This is an optimization exercise on Yosys and OpenROAD, whose aim is small area and a short achievable clock period, not a production implementation.
The RTL was checked by simulation tests, not by an equivalence proof against the original design.
No activity file was given, so power comes from the tool's default toggle rates.

$ cat flow/design.v
`default_nettype none
module regfile_scoreboard #(
    parameter int DATA_W   = 32,
    parameter int ADDR_W   = 5,
    parameter int ZERO_REG = 1
) (
    input  logic              clk,
    input  logic              rst,
    input  logic [ADDR_W-1:0] rs,
    input  logic [ADDR_W-1:0] rt,
    input  logic [ADDR_W-1:0] write_reg,
    input  logic              RegWrite,
    input  logic [DATA_W-1:0] write_data,
    input  logic [ADDR_W-1:0] reserve_reg,
    input  logic              Reserve,
    output logic [DATA_W-1:0] a,
    output logic [DATA_W-1:0] b,
    output logic              a_busy,
    output logic              b_busy,
    output logic              stall,
    output logic [ADDR_W:0]   busy_count
);
    localparam int c_DEPTH = 1 << ADDR_W;
    localparam int c_LO    = (ZERO_REG != 0) ? 1 : 0;
    logic [DATA_W-1:0]  regs_q [c_LO:c_DEPTH-1];
    logic [c_DEPTH-1:0] valid_q;
    logic [c_DEPTH-1:0] busy_q;
    logic [ADDR_W:0]    busy_count_q;
    logic [c_DEPTH-1:0] w_wr;
    logic [c_DEPTH-1:0] w_rsv;
    logic [c_DEPTH-1:0] w_dec_a;
    logic [c_DEPTH-1:0] w_dec_b;
    always_comb begin
        for (int i = 0; i < c_DEPTH; i++) begin
            w_wr[i]    = (i >= c_LO) && RegWrite && (write_reg == ADDR_W'(i));
            w_rsv[i]   = (i >= c_LO) && Reserve  && (reserve_reg == ADDR_W'(i));
            w_dec_a[i] = (i >= c_LO) && (rs == ADDR_W'(i));
            w_dec_b[i] = (i >= c_LO) && (rt == ADDR_W'(i));
        end
    end
    logic w_wr_en;
    logic w_bypass_a;
    logic w_bypass_b;
    assign w_wr_en    = |w_wr;
    assign w_bypass_a = w_wr_en && (write_reg == rs);
    assign w_bypass_b = w_wr_en && (write_reg == rt);
    always_ff @(posedge clk) begin
        for (int i = c_LO; i < c_DEPTH; i++) begin
            if (w_wr[i]) regs_q[i] <= write_data;
        end
    end
    logic w_inc;
    logic w_dec;
    assign w_inc = |(w_rsv & ~busy_q);
    assign w_dec = |(w_wr & busy_q & ~w_rsv);
    logic [c_DEPTH-1:c_LO] valid_r;
    logic [c_DEPTH-1:c_LO] busy_r;
    always_ff @(posedge clk or posedge rst) begin
        if (rst) begin
            valid_r <= '0;
            busy_r  <= '0;
        end else begin
            valid_r <= valid_r | w_wr[c_DEPTH-1:c_LO];
            busy_r  <= w_rsv[c_DEPTH-1:c_LO] | (busy_r & ~w_wr[c_DEPTH-1:c_LO]);
        end
    end
    generate
        if (c_LO != 0) begin : g_zero_flags
            assign valid_q = {valid_r, 1'b0};
            assign busy_q  = {busy_r, 1'b0};
        end else begin : g_all_flags
            assign valid_q = valid_r;
            assign busy_q  = busy_r;
        end
    endgenerate
    always_ff @(posedge clk or posedge rst) begin
        if (rst) begin
            busy_count_q <= '0;
        end else begin
            busy_count_q <= busy_count_q + {{ADDR_W{w_dec && !w_inc}}, w_inc ^ w_dec};
        end
    end
    logic [c_DEPTH-1:0] w_sel_a;
    logic [c_DEPTH-1:0] w_sel_b;
    logic               w_byp_a;
    logic               w_byp_b;
    assign w_sel_a = w_dec_a & valid_q & {c_DEPTH{!rst && !w_bypass_a}};
    assign w_sel_b = w_dec_b & valid_q & {c_DEPTH{!rst && !w_bypass_b}};
    assign w_byp_a = !rst && w_bypass_a;
    assign w_byp_b = !rst && w_bypass_b;
    always_comb begin
        a = {DATA_W{w_byp_a}} & write_data;
        b = {DATA_W{w_byp_b}} & write_data;
        for (int i = c_LO; i < c_DEPTH; i++) begin
            a = a | ({DATA_W{w_sel_a[i]}} & regs_q[i]);
            b = b | ({DATA_W{w_sel_b[i]}} & regs_q[i]);
        end
    end
    assign a_busy     = !rst && !w_bypass_a && |(w_dec_a & busy_q);
    assign b_busy     = !rst && !w_bypass_b && |(w_dec_b & busy_q);
    assign stall      = a_busy || b_busy;
    assign busy_count = busy_count_q;
endmodule
`default_nettype wire
$ cat flow/run.sh
#!/bin/bash
# synth_recipe.tcl (not shown) runs the flow's synth.tcl, then flattens the netlist and writes it again
# the make line also repeats each setting of config.mk as NAME=value (left out here)
make -C /OpenROAD-flow-scripts/flow DESIGN_CONFIG=/design/flow/config.mk WORK_HOME=/design/flow/orfs CLKGATE_MAP_FILE= SYNTH_SCRIPT=/design/flow/synth_recipe.tcl finish
$ cat flow/config.mk
export PLATFORM = sky130hd
export DESIGN_NAME = regfile_scoreboard
export DESIGN_NICKNAME = regfile_scoreboard
export VERILOG_FILES = /design/flow/design.v
export SDC_FILE = /design/flow/constraint.sdc
export NUM_CORES = 4
export LEC_CHECK = 0
export CAP_MARGIN = 20
export CORE_MARGIN = 2
export CORE_UTILIZATION = 40
export SLEW_MARGIN = 20
$ cat flow/constraint.sdc
create_clock -name core_clock -period 7.0 [get_ports {clk}]
set_input_delay 1.4000 -clock core_clock [delete_from_list [all_inputs] [get_ports {clk}]]
set_output_delay 1.4000 -clock core_clock [all_outputs]
set_load 0.01 [all_outputs]
==> notes.md <==
-- metrics by stage --
stage | utilization [%] | cell area, um2 | setup WS (ns) | TNS, ns
finish | 48.83 | 58430 | -0.1495 | -0.1495
global route | 48.76 | 58340 | 0.07014 | 0
CTS | 48.75 | 58330 | 0.1486 | 0
detailed placement | 45.59 | 54550 | 0.1715 | 0
global placement | 45.57 | 54520 | 0.1963 | 0
floorplan | - | 48150 | 1.018 | 0
-- layer usage --
layer / vias up / routed length (um)
li1: 15990 / -
met1: 22420 / 99550
met2: 5850 / 115800
met3: 1698 / 51670
met4: 18 / 29090
met5: - / 236
-- area by class of cell --
class,count,area share (%)
clock inverter,81,1.409
multi-input combinational,2207,27.00
inverter,25,0.1649
sequential,1060,53.90
antenna,38,0.1627
tap,1612,3.452
clock buffer,131,5.064
timing repair buffer,555,8.848
-- cell families after synthesis --
family / Yosys count / share of synthesized area [%]
muxes: 15 / 0.3508
and+or+nand+nor: 814 / 9.048
AOI/OAI and AO/OA: 1356 / 21.70
DFF: 1060 / 65.40
xor gates and xnor gates: 15 / 0.2728
buffers and inverters: 343 / 3.030
adders and majority gates: 7 / 0.1975
-- synth_stat cells, drive strengths merged (12+ instances only) --
library cell  instances  area [um2]
and3                 66       412.9
o21ai               102       521.8
nor2b                29       181.4
inv                  24       90.09
a32o                 33       330.3
a222oi               57       570.6
nor3                 18       95.09
and2                 25       156.4
edfxtp              992       29790
a22o                123        1077
nand2               210       788.3
nand4                92       575.6
clkbuf              200       752.0
o2bb2ai              16       140.1
and4                 13       113.9
a21oi               116       584.3
a22oi               394        2958
nand2b               19       118.9
buf                 118       613.1
a31oi                47       294.0
a221o                21       210.2
a32oi                82       718.2
a221oi              147        1287
a211oi               23       172.7
dfrtp                68        1702
or2                  24       150.1
nand3               132       660.6
a2111oi              17       161.4
nor4bb               12       120.1
o22ai                54       337.8
o211ai               38       285.3
nor2                100       377.9
-- path summary, 6_finish.rpt --
check,to,slack [ns],from,depth (start not counted)
worst min register to register,valid_r[15]$_DFF_PP0_,0.48,valid_r[15]$_DFF_PP0_,1
worst max-delay path,b[5],-0.15,rt[1],10
min in group asynchronous,valid_r[15]$_DFF_PP0_,1.17,rst,3
worst min-delay path,valid_r[15]$_DFF_PP0_,0.48,valid_r[15]$_DFF_PP0_,1
max in group asynchronous,busy_r[14]$_DFF_PP0_,5.33,rst,3
worst max register to register,busy_count_q[5]$_DFF_PP0_,3.94,busy_r[8]$_DFF_PP0_,12
-- registers in the layout (all words and copies together), names as in the netlist --
name and cells:
regs_q 992, busy_r 31, busy_count_q 6, valid_r 31
-- placed cells by master (no fill, tap or decap), drive strengths merged, types with 54 or more instances in the layout --
master and n:
nand2 210, nand4 92, a221oi 147, a21oi 116, clkbuf 131, a22oi 394, o22ai 54, a22o 123
and3 66, buf 432, nand3 132, o21ai 102, a222oi 57, clkinv 54, edfxtp 992, a32oi 82
clkdlybuf4s50 123, dfrtp 68, nor2 100
-- power by group --
part	total [W]	switching (W)	internal [W]
combinational	0.00165	0.00111	0.000536
sequential	0.00737	0.000269	0.00710
clock	0.00630	0.00275	0.00355
total	0.0153	0.00413	0.0112
==> results.toml <==
[run_status]
status = "complete, but fails checks"
so.violations = "setup timing"

[clock_network]
cts.path.max_buffers = 3
insertion_delay_ns = 0.75
cts_buffers = 114
cts.sinks = 1060
cts_hold_buffers = 0
cts_resized = 0
cts-root-buf = "clkbuf_16"
clk_pin_slew_worst_paths_ns = 0.06
htreeDepth = 3
post-cts-setup-buffer-count = 0
cts_tree = "yes"

[timing]
fin_worst_skew_ns = 0.004458
rsz0062_at_grt = "false"
setup_viol = 1
layout_setup_ws_ns = -0.1495
slew_headroom_pct = 14.41
period_minus_slack_ns = 7.149
fmax_mhz = 139.9
fin_crit_sh_pct = 102.1
drv_slew = 0
hold_viol = 0
max_slew.worst_pin.slew_ns = 1.284
holdWs_ns = 0.4844

[critical_path]
crit_buf_inv = 4
start_kind = "primary input"
worst_ep_arrival_time_ns = 5.75
cp_slowest_cell = "a311oi_1"
criticalPathCategory = "primary input to output port"
crit_required_ns = 5.60
cp_top_family = "buffers and inverters"
crit_fanout = 12
crit_path_cell_trace = "clkdlybuf4s50_1, xor2_1, a211o_1, buf_4, nor2_4, buf_4, a21oi_1, a311oi_1, nand4_1, clkdlybuf4s50_1"
endpoint_kind = "output port"
slowest_delay_ns = 0.85

[logic_synthesis]
ys_seq_area_share_pct = 65.40
ys_ff_latch = 1060
syn-mean-instance-area_um2 = 13.34
syn_area_mm2 = 0.04815
syn_nets = 3673
async_flop_share_pct = 6.415
ys.warnings.count = 2
synthCells = 3610
synth_cell_type_count = 89
synth_edf_count = 992
synth_top_flop_cell = "edfxtp_1"

[power]
powerDensity_mw_per_mm2 = 262.2
ir_drop_uv = 219.4
total_leakage_power_nw = 18.96
p_total_w = 0.01532

[detailed_routing]
drtIter0Drc = 11550
final_antenna_net_count = 0
routed_via_density = 8.053
remaining_drc_errors = 0
drtPass1Iterations = 11
wirelength_um = 296300
routedWlPerCell_um = 51.91
num_vias = 45970

[cells_and_area]
syn_to_final_growth_pct = 21.35
seqCellArea_mm2 = 0.03149
instances_no_fill = 5709
nets = 4026
drive_gt1_share_pct = 18.35
n_fill_cell = 10390
multi_input_area_mm2 = 0.01578

[placed_design]
globalplace.congestion = 1.062
portBuffers = 128
hpwlAfterDp_um = 184200
dp.cells = 5459

[grt]
gr-usage-met3_pct = 22.04
use_met1_pct = 58.76
grt_pass1_wl_um = 383500
grt_max_degree = 57
grt_pass1_vias = 41270
grt_util_all_layers_pct = 47.18
overflow = 0
gr-usage-met2_pct = 63.15
antenna_found_initial = 37
top_usage_layer = "met2"

[die]
die_area_mm2 = 0.1232
fp-row-count = 127
fp.dieW_um = 351.0
io_pins = 129
die_h_um = 351.0
initial_core_util_pct = 40.24
core_area_mm2 = 0.1197

[run]
cap_violations = 0

[hold_path]
hold_class = "flop to flop"

==> static timing again, ports no longer ideal <==
The results above use ideal ports. As a check the final layout listed here was re-extracted and re-timed, cells and wires unchanged. Step 1: set_driving_cell puts a clkbuf_16 on clk and a buf_2 on each other input, an assumption about the parent block. Step 2, shift: input delay + t, output delay - t, t = (earliest + latest rising clock arrival at the registers) / 2. This alone moves slack from input paths to output paths. Three values: no drivers, after step 1, after step 2; two values: the first two.
t (ns): 0.832
setup slack, ns: -0.149 / -0.176 / -0.176
latest minus earliest clock arrival (ns): 0.034 / 0.034
For this run, drivers alone change the setup slack by -0.027 ns; drivers and shift together by -0.027 ns.
